This is an optimization exercise on Yosys and OpenROAD, whose aim is small area, a short achievable clock period and few clock cycles, not a production implementation. Power is estimated from default activity; no workload was simulated.

Setup of run a:
==> flow/design.v <==
`timescale 1ns/100ps
module exec_unit
(
	input  logic [16-1:0] a,
	input  logic [16-1:0] b,
	input  logic [16-1:0] imm,
	input  logic                   sub,
	input  logic                   bimm,
	input  logic                   arith,
	input  logic                   gsel,
	input  logic                   psel,
	output logic [16-1:0] result
);
	localparam int DW = 16;
	logic [DW-1:0] opb;
	logic [DW-1:0] sum;
	logic [DW:0]   sum_c;
	assign opb = bimm ? imm : (b ^ {DW{sub}});
	assign sum_c = {a, 1'b1} + {opb, sub};
	assign sum   = sum_c[DW:1];
	assign result = ({DW{arith}} & sum)
	              | ({DW{gsel}}  & (a & opb))
	              | ({DW{psel}}  & (a ^ opb));
endmodule
`timescale 1ns/100ps
module ooo_core
(
	input  logic                   clk,
	input  logic                   rst_n,
	input  logic                   issue,
	input  logic [3:0]             op,
	input  logic [$clog2(8)-1:0]  rs1,
	input  logic [$clog2(8)-1:0]  rs2,
	input  logic [$clog2(8)-1:0]  rd,
	input  logic [16-1:0] imm,
	output logic                   dispatch_stall,
	output logic                   commit_valid,
	output logic [$clog2(8)-1:0]  commit_rd,
	output logic [16-1:0] commit_data
);
	localparam int NR = 8;
	localparam int RW = $clog2(8);
	localparam int DW = 16;
	logic [DW-1:0]          regs [NR];
	logic                   ex_valid;
	logic [RW-1:0]          ex_rd;
	logic [NR-1:0]          ex_sel1;    
	logic [DW-1:0]          ex_b;       
	logic                   ex_sub;     
	logic                   ex_bimm;    
	logic                   ex_arith;   
	logic                   ex_gsel;    
	logic                   ex_psel;    
	logic                   use_rs1;
	logic                   use_imm;
	logic [DW-1:0]          src_a;
	logic [DW-1:0]          src_b;
	logic [DW-1:0]          ex_result;
	logic                   rst_regs;
	logic [NR-1:0]          reg_en;
	logic [DW-1:0]          wdata_0;    
	logic [DW-1:0]          wdata_1;    
	assign dispatch_stall = 1'b0;
	assign use_rs1 = ~(op[2] & op[1]);             
	assign use_imm = op[2] & (op[1] | op[0]);      
	always_ff @(posedge clk)
	begin
		ex_valid <= rst_n & issue;
		ex_rd    <= rd;
		for (int k = 0; k < NR; k++)
			ex_sel1[k] <= (rs1 == RW'(k)) & use_rs1;
		ex_b[DW-1:NR] <= imm[DW-1:NR];
		for (int k = 0; k < NR; k++)
			ex_b[k] <= use_imm ? imm[k] : (rs2 == RW'(k));
		ex_sub   <= (op == 4'd1);
		ex_bimm  <= use_imm;
		ex_arith <= (op == 4'd0) | (op == 4'd1) | (op == 4'd5) | (op == 4'd6);
		ex_gsel  <= (op == 4'd2) | (op == 4'd3);
		ex_psel  <= (op == 4'd4) | (op == 4'd3);
	end
	always_comb
	begin
		src_a = '0;
		src_b = '0;
		for (int k = 0; k < NR; k++)
		begin
			src_a = src_a | ({DW{ex_sel1[k]}} & regs[k]);
			src_b = src_b | ({DW{ex_b[k]}} & regs[k]);
		end
	end
	exec_unit u_exec
	(
		.a      (src_a),
		.b      (src_b),
		.imm    (ex_b),
		.sub    (ex_sub),
		.bimm   (ex_bimm),
		.arith  (ex_arith),
		.gsel   (ex_gsel),
		.psel   (ex_psel),
		.result (ex_result)
	);
	assign wdata_0 = ex_result & {DW{~rst_regs}};
	assign wdata_1 = ex_result | {DW{rst_regs}};
	always_ff @(posedge clk)
		rst_regs <= ~rst_n;
	always_ff @(posedge clk)
	begin
		for (int k = 0; k < NR; k++)
		begin
			reg_en[k] = rst_regs | (ex_valid & (ex_rd == RW'(k)));
			if (reg_en[k])
				for (int i = 0; i < DW; i++)
					regs[k][i] <= ((k >> i) & 1) ? wdata_1[i] : wdata_0[i];
		end
	end
	always_ff @(posedge clk)
	begin
		commit_valid <= rst_n & ex_valid;
		commit_rd    <= ex_rd;
		commit_data  <= ex_result;
	end
endmodule
==> flow/config.mk <==
export PLATFORM = sky130hd
export DESIGN_NAME = ooo_core
export DESIGN_NICKNAME = ooo_core
export VERILOG_FILES = /design/flow/design.v
export SDC_FILE = /design/flow/constraint.sdc
export NUM_CORES = 4
export LEC_CHECK = 0
export CAP_MARGIN = 20
export CORE_MARGIN = 2
export CORE_UTILIZATION = 70
export PLACE_DENSITY = 0.8
export SLEW_MARGIN = 20
==> flow/constraint.sdc <==
create_clock -name core_clock -period 14.0 [get_ports {clk}]
set_input_delay 2.8000 -clock core_clock [delete_from_list [all_inputs] [get_ports {clk}]]
set_output_delay 2.8000 -clock core_clock [all_outputs]
set_load 0.01 [all_outputs]
standard.sh (not shown) runs the stock make flow with config.mk's settings and CLKGATE_MAP_FILE= SYNTH_SCRIPT=/design/flow/synth_recipe.tcl, a recipe that flattens the netlist after the stock synthesis.
==> flow/flow/run.sh <==
#!/bin/bash
# The standard layout (standard.sh runs the standard flow's own ORFS make), with the
# resizer asked to repair setup timing to a margin beyond the clock period,
# so that it sizes the critical paths, and the ports buffered with a small
# buffer that the resizer upsizes where timing needs it.
set -euo pipefail
bash standard.sh SETUP_SLACK_MARGIN=10.3 'BUFFER_PORTS_ARGS=-buffer_cell sky130_fd_sc_hd__buf_1' 'CTS_ARGS=-sink_clustering_enable -repair_clock_nets -dont_use_dummy_load -root_buf sky130_fd_sc_hd__clkbuf_16 -buf_list sky130_fd_sc_hd__clkbuf_8 -sink_clustering_size 12 -sink_clustering_max_diameter 50' finish > orfs_make.log 2>&1
Run a finished all stages; the layout is clean.
Modified inputs, run b compared to run a
--- a/flow/design.v
+++ b/flow/design.v
@@ -17,12 +17,12 @@
 	logic [DW:0]   sum_c;
 	assign opb = bimm ? imm : (b ^ {DW{sub}});
 	assign sum_c = {a, 1'b1} + {opb, sub};
 	assign sum   = sum_c[DW:1];
 	assign result = ({DW{arith}} & sum)
-	              | ({DW{gsel}}  & (a & opb))
-	              | ({DW{psel}}  & (a ^ opb));
+	              | ({DW{gsel}}  & (a & b))
+	              | ({DW{psel}}  & (a ^ b));
 endmodule
 `timescale 1ns/100ps
 module ooo_core
 (
 	input  logic                   clk,
@@ -54,11 +54,10 @@
 	logic                   use_rs1;
 	logic                   use_imm;
 	logic [DW-1:0]          src_a;
 	logic [DW-1:0]          src_b;
 	logic [DW-1:0]          ex_result;
-	logic                   rst_regs;
 	logic [NR-1:0]          reg_en;
 	logic [DW-1:0]          wdata_0;    
 	logic [DW-1:0]          wdata_1;    
 	assign dispatch_stall = 1'b0;
 	assign use_rs1 = ~(op[2] & op[1]);             
@@ -98,19 +97,17 @@
 		.arith  (ex_arith),
 		.gsel   (ex_gsel),
 		.psel   (ex_psel),
 		.result (ex_result)
 	);
-	assign wdata_0 = ex_result & {DW{~rst_regs}};
-	assign wdata_1 = ex_result | {DW{rst_regs}};
-	always_ff @(posedge clk)
-		rst_regs <= ~rst_n;
+	assign wdata_0 = ex_result & {DW{rst_n}};
+	assign wdata_1 = ex_result | {DW{~rst_n}};
 	always_ff @(posedge clk)
 	begin
 		for (int k = 0; k < NR; k++)
 		begin
-			reg_en[k] = rst_regs | (ex_valid & (ex_rd == RW'(k)));
+			reg_en[k] = ~rst_n | (ex_valid & (ex_rd == RW'(k)));
 			if (reg_en[k])
 				for (int i = 0; i < DW; i++)
 					regs[k][i] <= ((k >> i) & 1) ? wdata_1[i] : wdata_0[i];
 		end
 	end
Results
Looking at count of cell types in the netlist across run a and run b, the one that comes out higher is run b. Sort run a and run b by layout buffering overhead excluding clock cells, ascending, and run a comes first. Changes observed in run b relative to run a: setup slack went up 35 ps, final cell count went up 17. Summary of run b over run a: final hold violation count barely changed; core box area climbed 0.86%. Status: clock skew parity (run a, run b). In the reports for run a and run b, the smaller worst hold slack belongs to run b. Run b vs run a: final critical path time including I/O delays and setup down in run b. Going from run a to run b, sum of internal, switching and leakage power grows by 0.000012 W. Run b against run a: average instance area after synthesis went up by 1.3%, post-synthesis register bit count lost 1, top achievable clock speed now larger.
No functional check of the RTL was part of any run of this note.

-- afterwards: timing with drivers on the ports --
In the flow no input, the clock included, has a driving cell. The finished layouts below were timed again as built, in two steps. Step 1, drivers: a clkbuf_16 drives clk and a buf_2 each remaining input, both assumed. Step 2 adds t to the input delays and takes it off the output delays; t is the mean of the earliest and latest rising clock arrival at the registers after step 1. Input paths then give back, and output paths get back, about the clock's delay inside the block. Three values: no drivers, after step 1, after step 2; two values: the first two.
| run | t, ns | setup WS [ns] | worst register clock-pin slew, ns | worst slew at a driven data input, ns | pins driven straight from the clock port |
|---|---|---|---|---|---|
| run a | 0.410 | 10.296 / 10.296 / 10.097 | 0.09 / 0.09 | 0.05 | 1 |
| run b | 0.410 | 10.331 / 10.307 / 9.940 | 0.09 / 0.09 | 0.05 | 1 |
After both steps setup and hold are still met in every run listed. The setup slack of run b, which loses most, moves by -0.024 ns with the drivers and by -0.391 ns with both steps.
